From an optimization exercise on the open Yosys and OpenROAD flow, aimed at small area; shortcuts taken in it are not production practice.
Only simulation tests tie the RTL to the original design; equivalence was not proved.
Power is estimated from default activity; no workload was simulated.

===== design.v =====
`timescale 1ns / 1ps
package q16_pkg;
   localparam int unsigned DataWidth  = 32;
   localparam int unsigned OpWidth    = 3;
   localparam int unsigned StatWidth  = 2;
   localparam int unsigned DivBits    = 49;    
   localparam int unsigned CntWidth   = 6;
   localparam logic [OpWidth-1:0] OpAdd = 3'd0;
   localparam logic [OpWidth-1:0] OpSub = 3'd1;
   localparam logic [OpWidth-1:0] OpMul = 3'd2;
   localparam logic [OpWidth-1:0] OpDiv = 3'd3;
   localparam logic [OpWidth-1:0] OpRem = 3'd4;
   localparam logic [StatWidth-1:0] StOk   = 2'd0;
   localparam logic [StatWidth-1:0] StOvf  = 2'd1;
   localparam logic [StatWidth-1:0] StDiv0 = 2'd2;
   localparam logic [DataWidth-1:0] OvfCode = 32'h8000_0000;
   typedef struct packed {
      logic load;     
      logic step;     
      logic finish;   
   } q16_cmd_type;
   typedef struct packed {
      logic iter_done;
      logic is_div;
   } q16_stat_type;
endpackage
`timescale 1ns / 1ps
`timescale 1ns / 1ps
`timescale 1ns / 1ps
module q16_16_fixed_point_alu (
   input  logic                                 clock,
   input  logic                                 reset,
   input  logic                                 req_valid,
   output logic                                 req_ready,
   input  logic [q16_pkg::OpWidth-1:0]          req_type,
   input  logic signed [q16_pkg::DataWidth-1:0] operand_a,
   input  logic signed [q16_pkg::DataWidth-1:0] operand_b,
   output logic                                 rsp_valid,
   input  logic                                 rsp_ready,
   output logic signed [q16_pkg::DataWidth-1:0] result_value,
   output logic [q16_pkg::StatWidth-1:0]        status
);
   typedef enum logic [3:0] {
      S_IDLE  = 4'd0,
      S_LOAD  = 4'd1,    
      S_MSTEP = 4'd2,    
      S_DSTEP = 4'd3,    
      S_CORR  = 4'd4,    
      S_AFIN  = 4'd5,    
      S_MFIN  = 4'd6,    
      S_DFIN  = 4'd7,    
      S_RFIN  = 4'd8,    
      S_CONST = 4'd9,    
      S_ACC   = 4'd10,   
      S_RESP  = 4'd11    
   } state_type;
   state_type   st;
   logic [3:0]  bc;           
   logic [5:0]  sc;           
   logic        cy;           
   logic        hp;           
   logic        f1, f2;       
   logic        bnz;          
   logic        qf;           
   logic [1:0]  st_ff;
   logic [31:0] r;
   logic        x;
   logic [31:0] p;
   wire [2:0] op    = req_type;
   wire       sa    = operand_a[31];
   wire       sb    = operand_b[31];
   wire       sgn   = sa ^ sb;
   wire       is_mul = (op == q16_pkg::OpMul);
   wire       is_div = (op == q16_pkg::OpDiv);
   wire       last  = (bc == 4'd15);
   wire       bc0   = (bc == 4'd0);
   wire       bzero = !bnz;
   wire       ovfd  = f1 | !f2;       
   wire load  = (st == S_LOAD);
   wire mstep = (st == S_MSTEP);
   wire dstep = (st == S_DSTEP);
   wire corr  = (st == S_CORR);
   wire afin  = (st == S_AFIN);
   wire mfin  = (st == S_MFIN);
   wire dfin  = (st == S_DFIN);
   wire rfin  = (st == S_RFIN);
   wire cnst  = (st == S_CONST);
   wire idle  = (st == S_IDLE);
   wire any_pass = !(idle || st == S_ACC || st == S_RESP);
   wire load33 = load & !is_mul;     
   wire a0 = operand_a[{bc, 1'b0}];
   wire a1 = operand_a[{bc, 1'b1}];
   wire b0 = operand_b[{bc, 1'b0}];
   wire b1 = operand_b[{bc, 1'b1}];
   wire mbit = bc0 ? r[0] : qf;      
   wire dbit = x & !sc[5];           
   wire xi = (sa & (load | rfin)) | (sgn & (mfin | dfin));
   wire x0 = ((a0 & (afin | load))
            | (p[1] & mstep)
            | (p[0] & (corr | rfin))
            | ((bc0 ? dbit : hp) & dstep)
            | ((bc[3] ? p[17] : r[16]) & mfin)
            | (r[1] & dfin)) ^ xi;
   wire x1 = ((a1 & (afin | load))
            | ((last ? hp : p[2]) & mstep)
            | (p[1] & (corr | rfin))
            | (p[0] & dstep)
            | ((bc[3] ? p[18] : r[17]) & mfin)
            | (r[2] & !last & dfin)) ^ xi;
   wire yi = (op[0] & afin) | ((sb ^ qf) & dstep) | (sb & (corr | mstep));
   wire ye = afin | dstep | (corr & !qf) | (mstep & mbit);
   wire y0 = (b0 ^ yi) & ye;
   wire y1 = (b1 ^ yi) & ye;
   wire cin = xi ^ ((r[15] & mfin) | (r[0] & dfin)) ^ (yi & ye);
   wire cc  = bc0 ? cin : cy;
   wire s0  = x0 ^ y0 ^ cc;
   wire k0  = (x0 & y0) | (x0 & cc) | (y0 & cc);
   wire s1  = x1 ^ y1 ^ k0;
   wire k1  = (x1 & y1) | (x1 & k0) | (y1 & k0);
   wire w1  = s1 | (cnst & last & !op[2]);    
   wire q   = !s1;                             
   wire ovf_as  = (x1 == y1) && (s1 != x1);
   wire hi_nz   = f2 | hp | (p[0] & (bc != 4'd8)) | p[1];
   wire ovf_mul = hi_nz | (sgn ? (p[18] & (!s1 | f1)) : (s1 | k1));
   logic [1:0] st_new;
   always_comb begin
      st_new = st_ff;
      if (afin) st_new = {1'b0, ovf_as};
      if (mfin) st_new = {1'b0, ovf_mul};
      if (dfin) st_new = {bzero, !bzero & ovfd};
      if (rfin) st_new = {bzero, 1'b0};
   end
   wire fin = afin | mfin | dfin | rfin;
   wire [5:0] nsteps_m1 = is_div ? 6'd48 : 6'd31;
   always_ff @(posedge clock) begin
      if (reset) begin
         st <= S_IDLE;
      end else begin
         unique case (st)
            S_IDLE: if (req_valid) begin
               if (op[2] ? (op == q16_pkg::OpRem) : op[1]) st <= S_LOAD;
               else if (op[2])                               st <= S_CONST;
               else                                          st <= S_AFIN;
            end
            S_LOAD:  if (last) st <= is_mul ? S_MSTEP : S_DSTEP;
            S_MSTEP: if (last && sc == 6'd31) st <= S_MFIN;
            S_DSTEP: if (last && sc == nsteps_m1) st <= is_div ? S_DFIN : S_CORR;
            S_CORR:  if (last) st <= S_RFIN;
            S_AFIN, S_MFIN, S_DFIN, S_RFIN:
                     if (last) st <= (st_new != 2'd0) ? S_CONST : S_ACC;
            S_CONST: if (last) st <= S_ACC;
            S_ACC:   st <= S_RESP;
            S_RESP:  if (rsp_ready) st <= S_IDLE;
            default: st <= S_IDLE;
         endcase
      end
   end
   always_ff @(posedge clock) begin
      bc <= any_pass ? bc + 4'd1 : 4'd0;
      if (!(mstep || dstep)) sc <= 6'd0;
      else if (last)         sc <= sc + 6'd1;
      cy <= k1;
      if (dstep)                        hp <= p[1];
      else if ((mstep || load) && last) hp <= k1;
      if (idle) begin
         f1    <= 1'b0;
         f2    <= 1'b0;
         bnz   <= 1'b0;
         qf    <= 1'b1;
         st_ff <= q16_pkg::StOk;
      end else begin
         if (load) bnz <= bnz | b0 | b1;
         if (mstep && bc0) qf <= r[0];
         if (dstep && last) begin
            qf <= q;
            if (sc <= 6'd16) f1 <= f1 | q;
            else             f2 <= f2 | !q;
         end
         if (mfin && !bc[3]) f1 <= f1 | r[0] | (r[1] & (bc != 4'd7));
         if (mfin && bc[3])  f2 <= hi_nz;
         if (fin && last) st_ff <= st_new;
      end
      if (any_pass) begin
         r[28:1] <= r[30:3];
         r[0]    <= (dstep && last) ? q : r[2];
         r[29]   <= (mstep && !bc0) ? r[0] : r[31];
         if (dstep || load33) r[30] <= x;
         else if (mstep)      r[30] <= r[1];
         else                 r[30] <= s0;
         if (dstep)           r[31] <= r[0];
         else if (load33)     r[31] <= s0;
         else if (mstep)      r[31] <= bc0 ? s0 : r[31];
         else                 r[31] <= w1;
         x <= dstep ? r[1] : s1;
      end
      p[29:0] <= {p[31], p[30:2]};
      p[30]   <= mfin ? p[0] : (s0 & !load);
      p[31]   <= mfin ? p[1] : (s1 & !load);
   end
   assign req_ready    = (st == S_ACC);
   assign rsp_valid    = (st == S_RESP);
   assign result_value = r;
   assign status       = st_ff;
endmodule

===== flow/run.sh =====
#!/bin/bash
set -euo pipefail
export BUFFER_PORTS_ARGS="-buffer_cell sky130_fd_sc_hd__buf_1"
export CTS_ARGS="-sink_clustering_enable -repair_clock_nets -dont_use_dummy_load -buf_list {sky130_fd_sc_hd__clkbuf_4 sky130_fd_sc_hd__clkbuf_8}"
bash standard.sh > flow_standard.log 2>&1 || { tail -50 flow_standard.log; exit 1; }
tail -5 flow_standard.log

===== standard.sh =====
#!/bin/bash
# synth_recipe.tcl (not shown) runs the flow's synth.tcl, then flattens the netlist and writes it again
# the make line also repeats each setting of config.mk as NAME=value (left out here)
make -C /OpenROAD-flow-scripts/flow DESIGN_CONFIG=/design/flow/config.mk WORK_HOME=/design/flow/orfs CLKGATE_MAP_FILE= SYNTH_SCRIPT=/design/flow/synth_recipe.tcl "${@:-finish}"

===== config.mk =====
export PLATFORM = sky130hd
export DESIGN_NAME = q16_16_fixed_point_alu
export DESIGN_NICKNAME = q16_16_fixed_point_alu
export VERILOG_FILES = /design/flow/design.v
export SDC_FILE = /design/flow/constraint.sdc
export NUM_CORES = 4
export LEC_CHECK = 0
export ABC_AREA = 1
export CAP_MARGIN = 20
export CORE_MARGIN = 2
export CORE_UTILIZATION = 40
export SLEW_MARGIN = 20

===== constraint.sdc =====
create_clock -name core_clock -period 12.0 [get_ports {clock}]
set_input_delay 2.4000 -clock core_clock [delete_from_list [all_inputs] [get_ports {clock}]]
set_output_delay 2.4000 -clock core_clock [all_outputs]
set_load 0.01 [all_outputs]

==> flow_summary.ini <==
[finish]
drive_above_1_share_pct = 5.39
mostFrequentLayoutCells = buf_1 (106), nand2_1 (102), nor2_1 (70)
diodes = 0
layout_commonest_cell = buf_1
seq_area_mm2 = 0.00208
syn2layout_area_growth_pct = 15.8
nFillCells = 1019
multi_input_area_mm2 = 0.00168
layout.nets = 692

[drt]
wire_per_inst_um = 14.6
vias = 3814
vias_per_cell = 5.12
ant_nets = 0
dr.pass1.iters = 5
route.detailed.drc = 0
drt_iter0_drc = 250
finalWirelength_um = 10800

[power_and_ir_drop]
vdd_drop_max_v = 0.000140
p_leak_nw = 1.97
power.density_mw_per_mm2 = 276
total_power_mw = 1.31

[clocking]
cts_root_buffer = clkbuf_8
cts_buffers = 9
cts_tree = yes
htree_num_levels = 3
clock_latency_ns = 0.36
ctsLongestPathBuffers = 2
cts.sinks = 87
cts.repair.resized = 0
postCtsSetupBuffers = 0
clk_pin_slew_ns = 0.08
ctsHoldBuffers = 0

[outcome]
status = complete, no violations

[place]
dp_hpwl_um = 8020
portBuffers = 106
place_congestion = 0.902

[yosys]
synth_area_per_cell_um2 = 8.05
ys.warnings.count = 1
netlist_area_mm2 = 0.00409
syn_inst = 508
seq_area_frac_synth_pct = 50.9
synth_edf_count = 34
synth_cell_types = 37
synth_nets = 586
synth_seq_cells = 87
async_flop_share_pct = 0
dominantRegCellSynth = dfxtp_1

[sta]
fin_crit_sh_pct = 46.0
slew_viol_final = 0
setup_tns_ns = 0
final_hold_viol_count = 0
rsz0062_at_grt = no
setup_violations = 0
skew_ns = 0.0240
relSlewSlack_pct = 58.8
fin_crit_ns = 5.52
tightest_slew_ns = 0.617
fmaxAchievable_mhz = 181

[hold_path]
whs_path_depth = 0
holdPathEnd = p[22]$_DFF_P_
hp-start = p[24]$_DFF_P_
hold_path_class = flip-flop to flip-flop

[setup_path]
rr_startpoint = bc[0]$_SDFF_PN0_
reg2reg_depth = 24
slowest_stage = fa_1
required_ns = 12.28
rrSetupSlack_ns = 7.60
arrival_ns = 5.80
crit_path_frequent_cell = nand2_1
crit_buf_inv = 3
end_kind = flip-flop
worstSetupStartpointType = input port
crit_path_cell_trace = buf_1, o21ai_0, o22ai_1, a22o_1, o21ai_0, o21ai_0, a21oi_1, o2111ai_1, xor2_1, fa_1, inv_1, fa_1, inv_1, o21ai_0, o21ai_0, nand2_1, nand2_1, nand2_2, nand2_1, nand2_1, nand2_1, nand2_1, a21oi_1
worst-setup-path-type = input port to flip-flop
cp_max_fo = 6
crit_cells = 23
cp_top_family = compound AO/OA/AOI/OAI gates
slowest_delay_ns = 0.47
reg2reg_to = st[0]$_SDFFE_PP0P_

[job]
cap_violations = 0

[die]
std_cell_rows = 36
fp.dieArea_mm2 = 0.0111
core_mm2 = 0.00986
io_pins = 107
die-width_um = 105
start_util_pct = 41.5
die_h_um = 105

[grt]
grt-ovfl-total = 0
grt_pass1_wl_um = 17600
grtUsageTotal_pct = 20.3
grt_max_degree = 36
antenna_found_initial = 0
grt_pass1_vias = 3645
==> final cells by class <==
class,count,area share (%)
Clock buffer,9,2.62
Inverter,71,5.63
Multi-Input combinational cell,337,35.4
Sequential cell,87,44.0
Tap cell,133,3.51
Timing Repair Buffer,108,8.88
==> power by group <==
part           total (mW)  switching (mW)  internal, mW
Sequential          0.554          0.0692         0.485
Clock               0.157          0.0900        0.0672
Combinational       0.595           0.411         0.183
==> cell families (layout without fill, tap and decap cells) <==
kind of cell | count (synthesis) | after routing | share of synthesized area (%)
adder cells (fa/ha/maj) | 7 | 7 | 2.51
AND/OR/NAND/NOR | 215 | 215 | 21.5
AO/OA/AOI/OAI | 109 | 109 | 15.7
flip-flops | 87 | 87 | 50.9
buffers and inverters | 84 | 188 | 8.11
XOR/XNOR | 6 | 6 | 1.28
==> synth_stat cells (all sizes together) (2+ instances only) <==
| cell type | instances | area share (%) |
|---|---|---|
| nand2 | 106 | 10 |
| nor2 | 74 | 7.0 |
| inv | 71 | 6.5 |
| dfxtp | 53 | 26 |
| o21ai | 53 | 6.7 |
| edfxtp | 34 | 25 |
| nand3 | 24 | 2.9 |
| a21oi | 17 | 2.1 |
| o22ai | 14 | 2.1 |
| buf | 8 | 1.1 |
| clkbuf | 5 | 0.49 |
| ha | 5 | 1.5 |
| xor2 | 5 | 1.1 |
| a31oi | 4 | 0.61 |
| nand4 | 4 | 0.61 |
| nor3 | 4 | 0.49 |
| o211ai | 4 | 0.73 |
| a211oi | 3 | 0.55 |
| a22o | 3 | 0.64 |
| o2111ai | 3 | 0.64 |
| or2 | 3 | 0.46 |
| a41oi | 2 | 0.43 |
| fa | 2 | 0.98 |
==> metrics by stage <==
step	setup slack [ns]	cells	hold WS, ns	util (%)	instance area (um2)
finish	6.48	745	0.305	48.0	4740
global route	6.11	745	0.310	48.0	4740
CTS	6.52	745	0.301	48.0	4740
detailed placement	6.18	736	0.312	46.8	4610
global placement	6.37	735	0.311	46.6	4600
floorplan	6.79	508	0.310	-	4090
==> how the worst max path moves through the flow <==
stage	startpoint	endpoint	slack, ns
6_report	operand_a[2]	st[0]$_SDFFE_PP0P_	6.48
5_1_grt	operand_a[2]	st[0]$_SDFFE_PP0P_	6.11
4_1_cts	operand_a[2]	st[0]$_SDFFE_PP0P_	6.52
3_5_place_dp	operand_a[2]	st[0]$_SDFFE_PP0P_	6.18
3_3_place_gp	operand_a[2]	st[0]$_SDFFE_PP0P_	6.37
2_1_floorplan	operand_a[2]	st[0]$_SDFFE_PP0P_	6.79
==> layer usage <==
| metal | up-vias | global-route usage, % | part of all wire, % |
|---|---|---|---|
| met4 | 0 | 6.57 | 1.2 |
| li1 | 1887 | - | - |
| met1 | 1789 | 27.0 | 46 |
| met2 | 128 | 32.3 | 46 |
| met3 | 10 | 5.05 | 5.9 |
| met5 | - | 0 | 0 |
==> sequential cells by signal (all words and copies together), names as in the netlist <==
name and cells:
r 32, st 4, hp 1, f1 1, qf 1, bc 4
p 32, cy 1, x 1, f2 1, sc 6, bnz 1
st_ff 2

-- what the ideal ports hide --
The results above use ideal ports. As a check the final layout listed here was re-extracted and re-timed, cells and wires unchanged. Step 1 assumes that a clkbuf_16 drives the clock port and a buf_2 every other input. Step 2, shift: input delay + t, output delay - t, t = (earliest + latest rising clock arrival at the registers) / 2. This alone moves slack from input paths to output paths. a / b / c = no drivers / after step 1 / after step 2; a / b = the first two.
t (ns): 0.380
setup WS [ns]: 6.478 / 6.484 / 6.104
cell pins on the clock port's net: 1
After both steps setup and hold are still met in this run. For this run, drivers alone change the setup slack by +0.006 ns; drivers and shift together by -0.374 ns.
